This design comes from an exercise in tuning for small area, a short achievable clock period and few clock cycles per item on the open sky130 flow, not from production work.
Only simulation tests tie the RTL to the original design; equivalence was not proved.

== alpha ==
## pi_heading_aligner_top
module pi_heading_aligner_top (
  input  logic                                clk_i,
  input  logic                                rst_ni,
  input  logic                                cfg_we_i,
  input  logic [pha_pkg::AddrW-1:0]           cfg_addr_i,
  input  logic [pha_pkg::CfgDataW-1:0]        cfg_wdata_i,
  input  logic                                in_valid_i,
  output logic                                in_ready_o,
  input  logic signed [pha_pkg::ErrW-1:0]     heading_error_i,
  input  logic                                target_valid_i,
  output logic                                out_valid_o,
  input  logic                                out_ready_i,
  output logic signed [pha_pkg::DriveW-1:0]   left_drive_o,
  output logic signed [pha_pkg::DriveW-1:0]   right_drive_o,
  output logic signed [pha_pkg::DriveW-1:0]   steer_value_o,
  output logic                                aligned_o
);
  localparam int unsigned IW = 21;   
  pha_pkg::cfg_t cfg_q;
  logic sk_valid_q, s0_valid_q, s1_valid_q, s2_valid_q, out_valid_q;
  logic adv, s0_load, in_acc, in_ready_q;
  logic [ErrW-1:0]        sk_err_q, s0_err_q;
  logic                   sk_tgt_q, s0_tgt_q, s1_tgt_q, s2_tgt_q;
  logic signed [IW-1:0]   integ_q;
  logic [29:0]            s1_prop_q;
  logic [36:5]            s2_acc_q;
  logic signed [DriveW-1:0] left_q, right_q, steer_q;
  logic                   aligned_q;
  logic [GainEncW-1:0] gain_enc;
  always_comb begin
    for (int j = 0; j < GainW / 2; j++) begin
      logic y1, y0, ym;
      y1 = cfg_wdata_i[2*j+1];
      y0 = cfg_wdata_i[2*j];
      ym = (j == 0) ? 1'b0 : cfg_wdata_i[2*j-1];
      gain_enc[3*j]   = y0 ^ ym;
      gain_enc[3*j+1] = (y1 & !y0 & !ym) | (!y1 & y0 & ym);
      gain_enc[3*j+2] = y1;
    end
  end
  always_ff @(posedge clk_i or negedge rst_ni) begin
    if (!rst_ni) begin
      cfg_q.prop_gain      <= '0;
      cfg_q.integ_gain     <= '0;
      cfg_q.integ_limit    <= '0;
      cfg_q.speed_limit    <= SpeedLimReset;
      cfg_q.seek_direction <= SeekNone;
    end else if (cfg_we_i) begin
      unique case (cfg_addr_i)
        RegPropGain:  cfg_q.prop_gain      <= gain_enc;
        RegIntegGain: cfg_q.integ_gain     <= gain_enc;
  ...
export LEC_CHECK = 0
export ABC_AREA = 1
export CAP_MARGIN = 20
export CORE_MARGIN = 2
export CORE_UTILIZATION = 40
export SLEW_MARGIN = 20
export TNS_END_PERCENT = 5
create_clock -name core_clock -period 15.0 [get_ports {clk_i}]
standard.sh (not shown) runs the stock make flow with config.mk's settings and CLKGATE_MAP_FILE= SYNTH_SCRIPT=/design/flow/synth_recipe.tcl, a recipe that flattens the netlist after the stock synthesis.
==> flow/flow/run.sh <==
#!/bin/bash
set -euo pipefail
HERE="$(cd "$(dirname "$0")" && pwd)"
mapfile -t ARGS < "$HERE/make_args.txt"
bash standard.sh finish "${ARGS[@]}" > flow_make.log 2>&1
==> flow/flow/make_args.txt <==
SETUP_SLACK_MARGIN=9.9
BUFFER_PORTS_ARGS=-buffer_cell sky130_fd_sc_hd__buf_1
Testbench counts of alpha, summed over its fixed seeds: cycles 5,952, items 5,760.
Setup changes, alpha to beta
# alpha
export LEC_CHECK = 0
export ABC_AREA = 1
export CAP_MARGIN = 20
export CORE_MARGIN = 2
export CORE_UTILIZATION = 40
export SLEW_MARGIN = 20
export TNS_END_PERCENT = 5
create_clock -name core_clock -period 15.0 [get_ports {clk_i}]
# beta
export LEC_CHECK = 0
export ABC_AREA = 1
export CAP_MARGIN = 20
export CORE_MARGIN = 2
export CORE_UTILIZATION = 40
export SLEW_MARGIN = 20
export TNS_END_PERCENT = 20
create_clock -name core_clock -period 15.0 [get_ports {clk_i}]
==> flow/flow/make_args.txt <==
SETUP_SLACK_MARGIN=10
BUFFER_PORTS_ARGS=-buffer_cell sky130_fd_sc_hd__buf_1
## What came out
On first-pass GRT wire length, alpha beats beta.
Looking at count of buffer and inverter cells on the critical path across beta and alpha, the one that comes out higher is alpha.
Looking at beta and alpha, the area of all sequential standard cells is a wash.
Of the two values seen for end point of the critical path, s2_acc_q[33] was produced by beta and s2_acc_q[32] by alpha.
Between beta and alpha, wire length on met2 is higher for beta, alpha comes in under that.
The higher fmax of beta and alpha is in alpha.

* * *

Another version of the RTL of pi_heading_aligner_top (not shown whole).
For scale: ~3500 cells after synthesis, about 250 flip-flops, about 94 I/O pins.
export LEC_CHECK = 0
export ABC_AREA = 1
export CAP_MARGIN = 20
export CORE_MARGIN = 2
export CORE_UTILIZATION = 50
export SLEW_MARGIN = 20
export TNS_END_PERCENT = 5
create_clock -name core_clock -period 15.0 [get_ports {clk_i}]
==> flow/flow/make_args.txt <==
SETUP_SLACK_MARGIN=9.8
BUFFER_PORTS_ARGS=-buffer_cell sky130_fd_sc_hd__buf_1
Scripts as last shown in full above: flow/flow/run.sh
Testbench counts at the start, summed over its fixed seeds: cycles 5,952, items 5,760.
Edit:
==> flow/flow/run.sh (replaced) <==
#!/bin/bash
set -euo pipefail
MARGIN=$(cat "$(dirname "$0")/setup_margin.txt")
bash standard.sh finish SETUP_SLACK_MARGIN=$MARGIN > flow_make.log 2>&1
==> flow/flow/setup_margin.txt (new file) <==
10
- CORE_UTILIZATION: 50 -> 40
- TNS_END_PERCENT: 5 -> default
removed: flow/flow/make_args.txt
Outcome: The changed run completed with no timing, DRC or antenna violations; maximum frequency rises by about 2%; flip-flop and latch count does not change; routed wire length rises by about 0.5%; core utilization falls by 8.9 points; cell area rises by about 7%; die area rises by 25%; global-route usage falls by 7.2 points; setup slack gets better by 0.10 ns.
Edit:
==> flow/flow/run.sh (replaced) <==
#!/bin/bash
set -euo pipefail
HERE="$(cd "$(dirname "$0")" && pwd)"
mapfile -t ARGS < "$HERE/make_args.txt"
bash standard.sh finish "${ARGS[@]}" > flow_make.log 2>&1
==> flow/flow/make_args.txt (new file) <==
SETUP_SLACK_MARGIN=10
BUFFER_PORTS_ARGS=-buffer_cell sky130_fd_sc_hd__buf_1
removed: flow/flow/setup_margin.txt
Register-to-register slack got worse by 0.02 ns.
Worst setup slack is worse by 0.017 ns.
Die area does not change.
Flip-flop and latch count stays the same.
Critical path depth is unchanged.
Via count falls by 0.42%.
Routed wire length came out lower by 1.7%.
Clock skew is higher by 0.011 ns.
Edit:
==> flow/flow/make_args.txt (replaced) <==
SETUP_SLACK_MARGIN=9.8
BUFFER_PORTS_ARGS=-buffer_cell sky130_fd_sc_hd__buf_1
What happened: Wire length fell by 3.8%. Sequential cell count is unchanged. Synthesized cell count is unchanged. Global-route usage fell by 0.59 points. Final cell count is lower by 1.3%. Worst setup slack is worse by 0.11 ns. Clock skew hardly moves.
Edit:
==> flow/flow/make_args.txt (replaced) <==
SETUP_SLACK_MARGIN=10.5
After rerunning: Cell area climbs by about a fifth; critical path depth drops by 2; clock-buffer cell count climbs by 7; worst setup slack gains 0.091 ns; hold slack is better by 0.037 ns.

* * *

Setup of run A:
Starting RTL as in the previous note.
export LEC_CHECK = 0
export ABC_AREA = 1
export CAP_MARGIN = 20
export CORE_MARGIN = 2
export CORE_UTILIZATION = 40
export SLEW_MARGIN = 20
create_clock -name core_clock -period 15.0 [get_ports {clk_i}]
==> flow/flow/run.sh <==
#!/bin/bash
set -euo pipefail
HERE="$(cd "$(dirname "$0")" && pwd)"
mapfile -t ARGS < "$HERE/make_args.txt"
bash standard.sh finish "${ARGS[@]}" > flow_make.log 2>&1
==> flow/flow/make_args.txt <==
SETUP_SLACK_MARGIN=9.6
BUFFER_PORTS_ARGS=-buffer_cell sky130_fd_sc_hd__buf_1
Testbench counts of run A, summed over its fixed seeds: cycles 5,952, items 5,760.
Input changes introduced in run B (baseline for comparison: run A):
==> flow/flow/make_args.txt <==
SETUP_SLACK_MARGIN=10
BUFFER_PORTS_ARGS=-buffer_cell sky130_fd_sc_hd__buf_1
diff --git a/flow/config.mk b/flow/config.mk
--- a/flow/config.mk
+++ b/flow/config.mk
@@ -11,2 +11,3 @@
 export CORE_UTILIZATION = 40
+export CTS_BUF_LIST = sky130_fd_sc_hd__clkbuf_4 sky130_fd_sc_hd__clkbuf_8
 export SLEW_MARGIN = 20
### Flow results
- Changes observed in run B relative to run A: maximum clock rate shows a reduction of 1.1%, post-route cell area shows an increase of about 8%.
- Setup slack in run B is smaller than in run A.
- Number of buffers created by CTS of run B exceeds that of run A by more than half.
- For the minimum clock period after layout, run B came in 0.060 ns higher than run A did.
- The critical path's largest stage delay of run B is higher than that of run A.
- Run B vs. run A: distinct cell type count after synthesis was more or less identical; largest fanout on the critical path decreased by 3 relative to the old numbers.
- The capture point of the critical path comes out s2_acc_q[28] in one run and s2_acc_q[33] in the other, namely in run B and run A respectively.
Changes in run C relative to run B:
==> flow/flow/make_args.txt <==
SETUP_SLACK_MARGIN=9.8
BUFFER_PORTS_ARGS=-buffer_cell sky130_fd_sc_hd__buf_1
diff --git a/flow/config.mk b/flow/config.mk
--- a/flow/config.mk
+++ b/flow/config.mk
@@ -11,3 +11,3 @@
 export CORE_UTILIZATION = 40
-export CTS_BUF_LIST = sky130_fd_sc_hd__clkbuf_4 sky130_fd_sc_hd__clkbuf_8
 export SLEW_MARGIN = 20
+export TNS_END_PERCENT = 5
==> comparison <==
Run C against run B: top-level I/O count barely changed, number of stages on the worst setup path lower, number of nets at the end of the flow lost 1.2%. Clock-buffer cell count is lower on run C. Non-clock buffer count (run C over run B): decrease, 46.

-- afterwards: timing with drivers on the ports --
Ports are ideal in the flow. The routed layouts listed here were re-timed in OpenROAD.
Step 1, drivers: a clkbuf_16 drives clk_i and a buf_2 each remaining input, both assumed.
Step 2 adds t to the input delays and takes it off the output delays; t is the mean of the earliest and latest rising clock arrival at the registers after step 1. Input paths then give back, and output paths get back, about the clock's delay inside the block.
Slacks: ideal ports / drivers / drivers and shift; pairs: ideal ports / drivers.
| run | t, ns | slack for setup (ns) | pins driven straight from the clock port |
|---|---|---|---|
| alpha | 0.640 | 9.942 / 9.942 / 9.625 | 1 |
| beta | 0.623 | 9.895 / 9.895 / 9.808 | 1 |
| the first run of note 2 | 0.633 | 9.869 / 9.869 / 9.572 | 1 |
| the second run of note 2 | 0.635 | 9.972 / 9.972 / 9.557 | 1 |
| the third run of note 2 | 0.631 | 9.956 / 9.956 / 9.748 | 1 |
| the fourth run of note 2 | 0.626 | 9.849 / 9.849 / 9.588 | 1 |
| the fifth run of note 2 | 0.638 | 9.940 / 9.940 / 9.940 | 1 |
| run A | 0.629 | 9.720 / 9.720 / 9.375 | 1 |
| run B | 0.690 | 9.660 / 9.660 / 9.605 | 1 |
| run C | 0.647 | 9.837 / 9.837 / 9.554 | 1 |
After both steps setup and hold are still met in every run listed. The setup slack of the second run of note 2, which loses most, moves by 0.000 ns with the drivers and by -0.415 ns with both steps.
